From an optimization exercise on the open Yosys and OpenROAD flow, aimed at small area; shortcuts taken in it are not production practice. At most, simulation tests tie the RTL to the original design; equivalence was not proved.

job 101:
==> module dma_pgen, before the edit <==
module dma_pgen #(
  parameter int QUE_DEPTH = 8,
  parameter int QUE_PFULL = 5
) (
  input  logic                   clk,
  input  logic                   rst,
  input  logic                   in_valid,
  output logic                   in_ready,
  input  dram_pkg::host_addr_t   in_addr,
  input  dma_pkt_pkg::data_t     in_data,
  input  dma_pkt_pkg::mask_t     in_mask,
  input  logic                   in_isrd,
  output logic                   icnt_valid,
  input  logic                   icnt_rdy,
  output dma_pkt_pkg::req_type_t icnt_req_type,
  output dram_pkg::ch_addr_t     icnt_ch,
  output dram_pkg::bk_addr_t     icnt_bk,
  output dram_pkg::row_addr_t    icnt_row,
  output dram_pkg::col_addr_t    icnt_col,
  output dma_pkt_pkg::data_t     icnt_data,
  output dma_pkt_pkg::mask_t     icnt_mask,
  output logic                   orde_valid,
  input  logic                   orde_rdy,
  output dram_pkg::ch_addr_t     orde_ch,
  output dram_pkg::bk_addr_t     orde_bk,
  output dram_pkg::row_addr_t    orde_row,
  output dram_pkg::col_addr_t    orde_col,
  output logic                   dreg_valid,
  input  logic                   dreg_rdy,
  output dma_pkt_pkg::data_t     dreg_data
);
  localparam int NSLOT = 6;    
  localparam int EW    = 102;  
  logic       init_done;   
  logic       dec_valid;   
  logic       dec_mk;      
  logic [2:0] tk_ptr;      
  logic [2:0] rd_ptr;      
  logic       empty, pfull, take, exq_wr, load, pop;
  logic [2:0] tk_nx, rd_nx, wr_ptr;
  assign tk_nx  = {tk_ptr[1:0], ~tk_ptr[2]};
  assign rd_nx  = {rd_ptr[1:0], ~rd_ptr[2]};
  assign empty  = (tk_ptr == rd_ptr);
  assign pfull  = (tk_nx == rd_ptr);      
  assign take   = dec_valid && !pfull;
  assign exq_wr = take && dec_mk;
  assign wr_ptr = (dec_valid && dec_mk) ? tk_nx : tk_ptr;
  assign in_ready = init_done && (!dec_valid || !pfull);
  assign load     = in_valid && in_ready;
  always_ff @(posedge clk or posedge rst) begin
    if (rst) begin
      init_done <= 1'b0;
      dec_valid <= 1'b0;
      tk_ptr    <= '0;
      rd_ptr    <= '0;
    end else begin
      init_done <= 1'b1;
      if (load)        dec_valid <= 1'b1;
      else if (!pfull) dec_valid <= 1'b0;
      if (exq_wr) tk_ptr <= tk_nx;
      if (pop)    rd_ptr <= rd_nx;
    end
  end
  logic        in_cfr;
  logic [1:0]  in_idx;
  logic [63:0] cfr_reg [4];
  assign in_cfr = in_addr[31];
  assign in_idx = in_addr[4:3];
  logic [3:0]  cfr_ok;
  logic        cfr_rd, cfr_wr, ok_sel;
  logic [7:0]  keep;          
  logic [63:0] ent_data;      
  assign cfr_rd = in_cfr && in_isrd;
  assign cfr_wr = load && in_cfr && !in_isrd;
  assign ok_sel = cfr_ok[in_idx];
  assign keep   = {8{!cfr_rd}} & ({8{!in_cfr || ok_sel}} | in_mask);
  always_ff @(posedge clk or posedge rst) begin
    if (rst) begin
      cfr_ok <= '0;
    end else if (cfr_wr) begin
      cfr_ok[in_idx] <= 1'b1;
    end
  end
  always_ff @(posedge clk) begin
    for (int r = 0; r < 4; r++) begin
      for (int b = 0; b < 8; b++) begin
        if (cfr_wr && in_idx == r && (in_mask[b] || !cfr_ok[r])) begin
          cfr_reg[r][8*b +: 8] <= ent_data[8*b +: 8];
        end
      end
    end
  end
  logic [EW-1:0]    slot [NSLOT];
  logic [EW-1:0]    ent_d;
  logic [NSLOT-1:0] wr_sel, rd_sel;
  logic [3:0]  cfr_sel;
  assign cfr_sel = {4{cfr_rd}} & cfr_ok &
                   {in_idx == 2'd3, in_idx == 2'd2, in_idx == 2'd1, in_idx == 2'd0};
  for (genvar i = 0; i < 64; i++) begin : g_ent
    logic t0;
    aoi222 u_t0 (.a1(cfr_reg[0][i]), .a2(cfr_sel[0]), .b1(cfr_reg[1][i]), .b2(cfr_sel[1]),
                 .c1(cfr_reg[2][i]), .c2(cfr_sel[2]), .y(t0));
    ao221n u_t1 (.a1(cfr_reg[3][i]), .a2(cfr_sel[3]), .b1(in_data[i]), .b2(keep[i/8]), .cn(t0),
                 .y(ent_data[i]));
  end
  assign ent_d = {in_cfr, in_isrd, in_addr[30:3], ent_data, in_mask};
  assign wr_sel = {wr_ptr[2] & ~wr_ptr[1], wr_ptr[1] & ~wr_ptr[0], wr_ptr[2] & wr_ptr[0],
                   ~wr_ptr[2] & wr_ptr[1], ~wr_ptr[1] & wr_ptr[0], ~wr_ptr[2] & ~wr_ptr[0]};
  assign rd_sel = {rd_ptr[2] & ~rd_ptr[1], rd_ptr[1] & ~rd_ptr[0], rd_ptr[2] & rd_ptr[0],
                   ~rd_ptr[2] & rd_ptr[1], ~rd_ptr[1] & rd_ptr[0], ~rd_ptr[2] & ~rd_ptr[0]};
  always_ff @(posedge clk) begin
    if (load) dec_mk <= !in_cfr || in_isrd;
    for (int k = 0; k < NSLOT; k++) begin
      if (load && wr_sel[k]) slot[k] <= ent_d;
    end
  end
  logic [EW-1:0] head;
  for (genvar i = 0; i < EW; i++) begin : g_head
    logic t0, t1;
    aoi222 u_t0 (.a1(slot[0][i]), .a2(rd_sel[0]), .b1(slot[1][i]), .b2(rd_sel[1]),
                 .c1(slot[2][i]), .c2(rd_sel[2]), .y(t0));
    aoi222 u_t1 (.a1(slot[3][i]), .a2(rd_sel[3]), .b1(slot[4][i]), .b2(rd_sel[4]),
                 .c1(slot[5][i]), .c2(rd_sel[5]), .y(t1));
    assign head[i] = !(t0 && t1);
  end
  logic h_cfr, h_rd;
  assign h_cfr = head[101];
  assign h_rd  = head[100];
  assign icnt_valid = !empty && !h_cfr && (!h_rd || orde_rdy);
  assign orde_valid = !empty && !h_cfr && h_rd && icnt_rdy;
  assign dreg_valid = !empty && h_cfr;
  assign pop        = !empty && (h_cfr ? dreg_rdy : (icnt_rdy && (!h_rd || orde_rdy)));
  assign icnt_req_type = dma_pkt_pkg::req_type_t'(h_rd);
  assign {icnt_ch, icnt_row, icnt_bk, icnt_col} = head[99:72];   
  assign {orde_ch, orde_row, orde_bk, orde_col} = head[99:72];
  assign icnt_data = head[71:8];
  assign dreg_data = head[71:8];
  assign icnt_mask = head[7:0];
endmodule
==> module ao221n, before the edit <==
module ao221n (
  input  logic a1, a2, b1, b2, cn,
  output logic y
);
  assign y = (a1 && a2) || (b1 && b2) || !cn;
endmodule
clock: 5.0 ns
lec_check: 0
cap_margin: 20
core_margin: 2
core_utilization: 40
slew_margin: 20
synth_hierarchical: 1
synth_minimum_keep_size: 0
standard.sh (not shown) runs the stock make flow with config.mk's settings and CLKGATE_MAP_FILE= SYNTH_SCRIPT=/design/flow/synth_recipe.tcl, a recipe that flattens the netlist after the stock synthesis.
==> flow/flow/run.sh <==
#!/bin/bash
# Standard layout, with the smallest buffer on the ports and no CTS dummy loads.
set -euo pipefail
bash standard.sh \
  "BUFFER_PORTS_ARGS=-buffer_cell sky130_fd_sc_hd__buf_1" \
  "CTS_ARGS=-sink_clustering_enable -repair_clock_nets -dont_use_dummy_load -buf_list sky130_fd_sc_hd__clkbuf_16 -sink_clustering_size 30 -sink_clustering_max_diameter 90" \
  finish > standard.log 2>&1
Input changes introduced in job 102 (baseline for comparison: job 101):
==> flow/design.v, changed modules only <==
module dma_pgen #(
  parameter int QUE_DEPTH = 8,
  parameter int QUE_PFULL = 5
) (
  input  logic                   clk,
  input  logic                   rst,
  input  logic                   in_valid,
  output logic                   in_ready,
  input  dram_pkg::host_addr_t   in_addr,
  input  dma_pkt_pkg::data_t     in_data,
  input  dma_pkt_pkg::mask_t     in_mask,
  input  logic                   in_isrd,
  output logic                   icnt_valid,
  input  logic                   icnt_rdy,
  output dma_pkt_pkg::req_type_t icnt_req_type,
  output dram_pkg::ch_addr_t     icnt_ch,
  output dram_pkg::bk_addr_t     icnt_bk,
  output dram_pkg::row_addr_t    icnt_row,
  output dram_pkg::col_addr_t    icnt_col,
  output dma_pkt_pkg::data_t     icnt_data,
  output dma_pkt_pkg::mask_t     icnt_mask,
  output logic                   orde_valid,
  input  logic                   orde_rdy,
  output dram_pkg::ch_addr_t     orde_ch,
  output dram_pkg::bk_addr_t     orde_bk,
  output dram_pkg::row_addr_t    orde_row,
  output dram_pkg::col_addr_t    orde_col,
  output logic                   dreg_valid,
  input  logic                   dreg_rdy,
  output dma_pkt_pkg::data_t     dreg_data
);
  localparam int NSLOT = 6;    
  localparam int EW    = 102;  
  logic       init_done;   
  logic       dec_valid;   
  logic       dec_mk;      
  logic [2:0] tk_ptr;      
  logic [2:0] rd_ptr;      
  logic       empty, pfull, take, exq_wr, load, pop;
  logic [2:0] tk_nx, rd_nx, wr_ptr;
  assign tk_nx  = {tk_ptr[1:0], ~tk_ptr[2]};
  assign rd_nx  = {rd_ptr[1:0], ~rd_ptr[2]};
  assign empty  = (tk_ptr == rd_ptr);
  assign pfull  = (tk_nx == rd_ptr);      
  assign take   = dec_valid && !pfull;
  assign exq_wr = take && dec_mk;
  assign wr_ptr = (dec_valid && dec_mk) ? tk_nx : tk_ptr;
  assign in_ready = init_done && (!dec_valid || !pfull);
  assign load     = in_valid && in_ready;
  always_ff @(posedge clk or posedge rst) begin
    if (rst) begin
      init_done <= 1'b0;
      dec_valid <= 1'b0;
      tk_ptr    <= '0;
      rd_ptr    <= '0;
    end else begin
      init_done <= 1'b1;
      if (load)        dec_valid <= 1'b1;
      else if (!pfull) dec_valid <= 1'b0;
      if (exq_wr) tk_ptr <= tk_nx;
      if (pop)    rd_ptr <= rd_nx;
    end
  end
  logic        in_cfr;
  logic [1:0]  in_idx;
  logic [63:0] cfr_reg [4];
  assign in_cfr = in_addr[31];
  assign in_idx = in_addr[4:3];
  logic        cfr_rd, keep_n;
  logic [63:0] ent_data;      
  assign cfr_rd = in_cfr && in_isrd;
  assign keep_n = !(rst || cfr_rd);
  always_ff @(posedge clk) begin
    for (int r = 0; r < 4; r++) begin
      for (int b = 0; b < 8; b++) begin
        if (rst || (load && in_cfr && !in_isrd && in_idx == r && in_mask[b])) begin
          cfr_reg[r][8*b +: 8] <= ent_data[8*b +: 8];
        end
      end
    end
  end
  logic [EW-1:0]    slot [NSLOT];
  logic [EW-1:0]    ent_d;
  logic [NSLOT-1:0] wr_sel, rd_sel;
  logic [3:0]  cfr_sel;
  assign cfr_sel = {4{cfr_rd && !rst}} & {in_idx == 2'd3, in_idx == 2'd2, in_idx == 2'd1, in_idx == 2'd0};
  for (genvar i = 0; i < 64; i++) begin : g_ent
    logic t0, t1;
    aoi222 u_t0 (.a1(cfr_reg[0][i]), .a2(cfr_sel[0]), .b1(cfr_reg[1][i]), .b2(cfr_sel[1]),
                 .c1(cfr_reg[2][i]), .c2(cfr_sel[2]), .y(t0));
    aoi22  u_t1 (.a1(cfr_reg[3][i]), .a2(cfr_sel[3]), .b1(in_data[i]), .b2(keep_n), .y(t1));
    assign ent_data[i] = !(t0 && t1);
  end
  assign ent_d = {in_cfr, in_isrd, in_addr[30:3], ent_data, in_mask};
  assign wr_sel = {wr_ptr[2] & ~wr_ptr[1], wr_ptr[1] & ~wr_ptr[0], wr_ptr[2] & wr_ptr[0],
                   ~wr_ptr[2] & wr_ptr[1], ~wr_ptr[1] & wr_ptr[0], ~wr_ptr[2] & ~wr_ptr[0]};
  assign rd_sel = {rd_ptr[2] & ~rd_ptr[1], rd_ptr[1] & ~rd_ptr[0], rd_ptr[2] & rd_ptr[0],
                   ~rd_ptr[2] & rd_ptr[1], ~rd_ptr[1] & rd_ptr[0], ~rd_ptr[2] & ~rd_ptr[0]};
  always_ff @(posedge clk) begin
    if (load) dec_mk <= !in_cfr || in_isrd;
    for (int k = 0; k < NSLOT; k++) begin
      if (load && wr_sel[k]) slot[k] <= ent_d;
    end
  end
  logic [EW-1:0] head;
  for (genvar i = 0; i < EW; i++) begin : g_head
    logic t0, t1;
    aoi222 u_t0 (.a1(slot[0][i]), .a2(rd_sel[0]), .b1(slot[1][i]), .b2(rd_sel[1]),
                 .c1(slot[2][i]), .c2(rd_sel[2]), .y(t0));
    aoi222 u_t1 (.a1(slot[3][i]), .a2(rd_sel[3]), .b1(slot[4][i]), .b2(rd_sel[4]),
                 .c1(slot[5][i]), .c2(rd_sel[5]), .y(t1));
    assign head[i] = !(t0 && t1);
  end
  logic h_cfr, h_rd;
  assign h_cfr = head[101];
  assign h_rd  = head[100];
  assign icnt_valid = !empty && !h_cfr && (!h_rd || orde_rdy);
  assign orde_valid = !empty && !h_cfr && h_rd && icnt_rdy;
  assign dreg_valid = !empty && h_cfr;
  assign pop        = !empty && (h_cfr ? dreg_rdy : (icnt_rdy && (!h_rd || orde_rdy)));
  assign icnt_req_type = dma_pkt_pkg::req_type_t'(h_rd);
  assign {icnt_ch, icnt_row, icnt_bk, icnt_col} = head[99:72];   
  assign {orde_ch, orde_row, orde_bk, orde_col} = head[99:72];
  assign icnt_data = head[71:8];
  assign dreg_data = head[71:8];
  assign icnt_mask = head[7:0];
endmodule
module aoi22 (
  input  logic a1, a2, b1, b2,
  output logic y
);
  assign y = !((a1 && a2) || (b1 && b2));
endmodule
// module ao221n removed
[summary]
Per the comparison of job 102 with job 101, global routing usage summed across all routing layers lost 0.19 points; final instance count without filler cells lost 1.1%.
Diff job 101..job 102 | starting utilization of the core area | negligible
Endpoint of the most critical setup path: icnt_data[9] -> job 102, dreg_data[44] -> job 101
Global routing usage on met3: job 102 and job 101 compared, lower one is job 101
Job 102 does better than job 101 on worst hold slack.
Function not checked in job 102: the RTL went through the layout flow alone.

separate check: timing with driven ports:
The flow's constraints put no driver on any port. The routed layouts listed below were extracted and timed again, unchanged, in two steps. Step 1 (the two cells are an assumption about what drives the block):
set clk [get_ports {clk}]
set_driving_cell -lib_cell sky130_fd_sc_hd__clkbuf_16 $clk
set_driving_cell -lib_cell sky130_fd_sc_hd__buf_2 [delete_from_list [all_inputs] $clk]
Step 2 times the ports against the registers' clock, not the clock port: input delays grow and output delays shrink by t, the midpoint of the rising clock arrivals with the driver on. a / b / c = no drivers / after step 1 / after step 2; a / b = the first two.
| run | t (ns) | setup WS [ns] | worst setup path after step 2 | clock arrival spread, ns | pins driven straight from the clock port |
|---|---|---|---|---|---|
| job 101 | 0.629 | 0.771 / 0.709 / 0.948 | input to register | 0.065 / 0.065 | 1 |
| job 102 | 0.635 | 0.984 / 0.922 / 1.044 | input to register | 0.047 / 0.047 | 1 |
After both steps setup and hold are still met in every run listed.
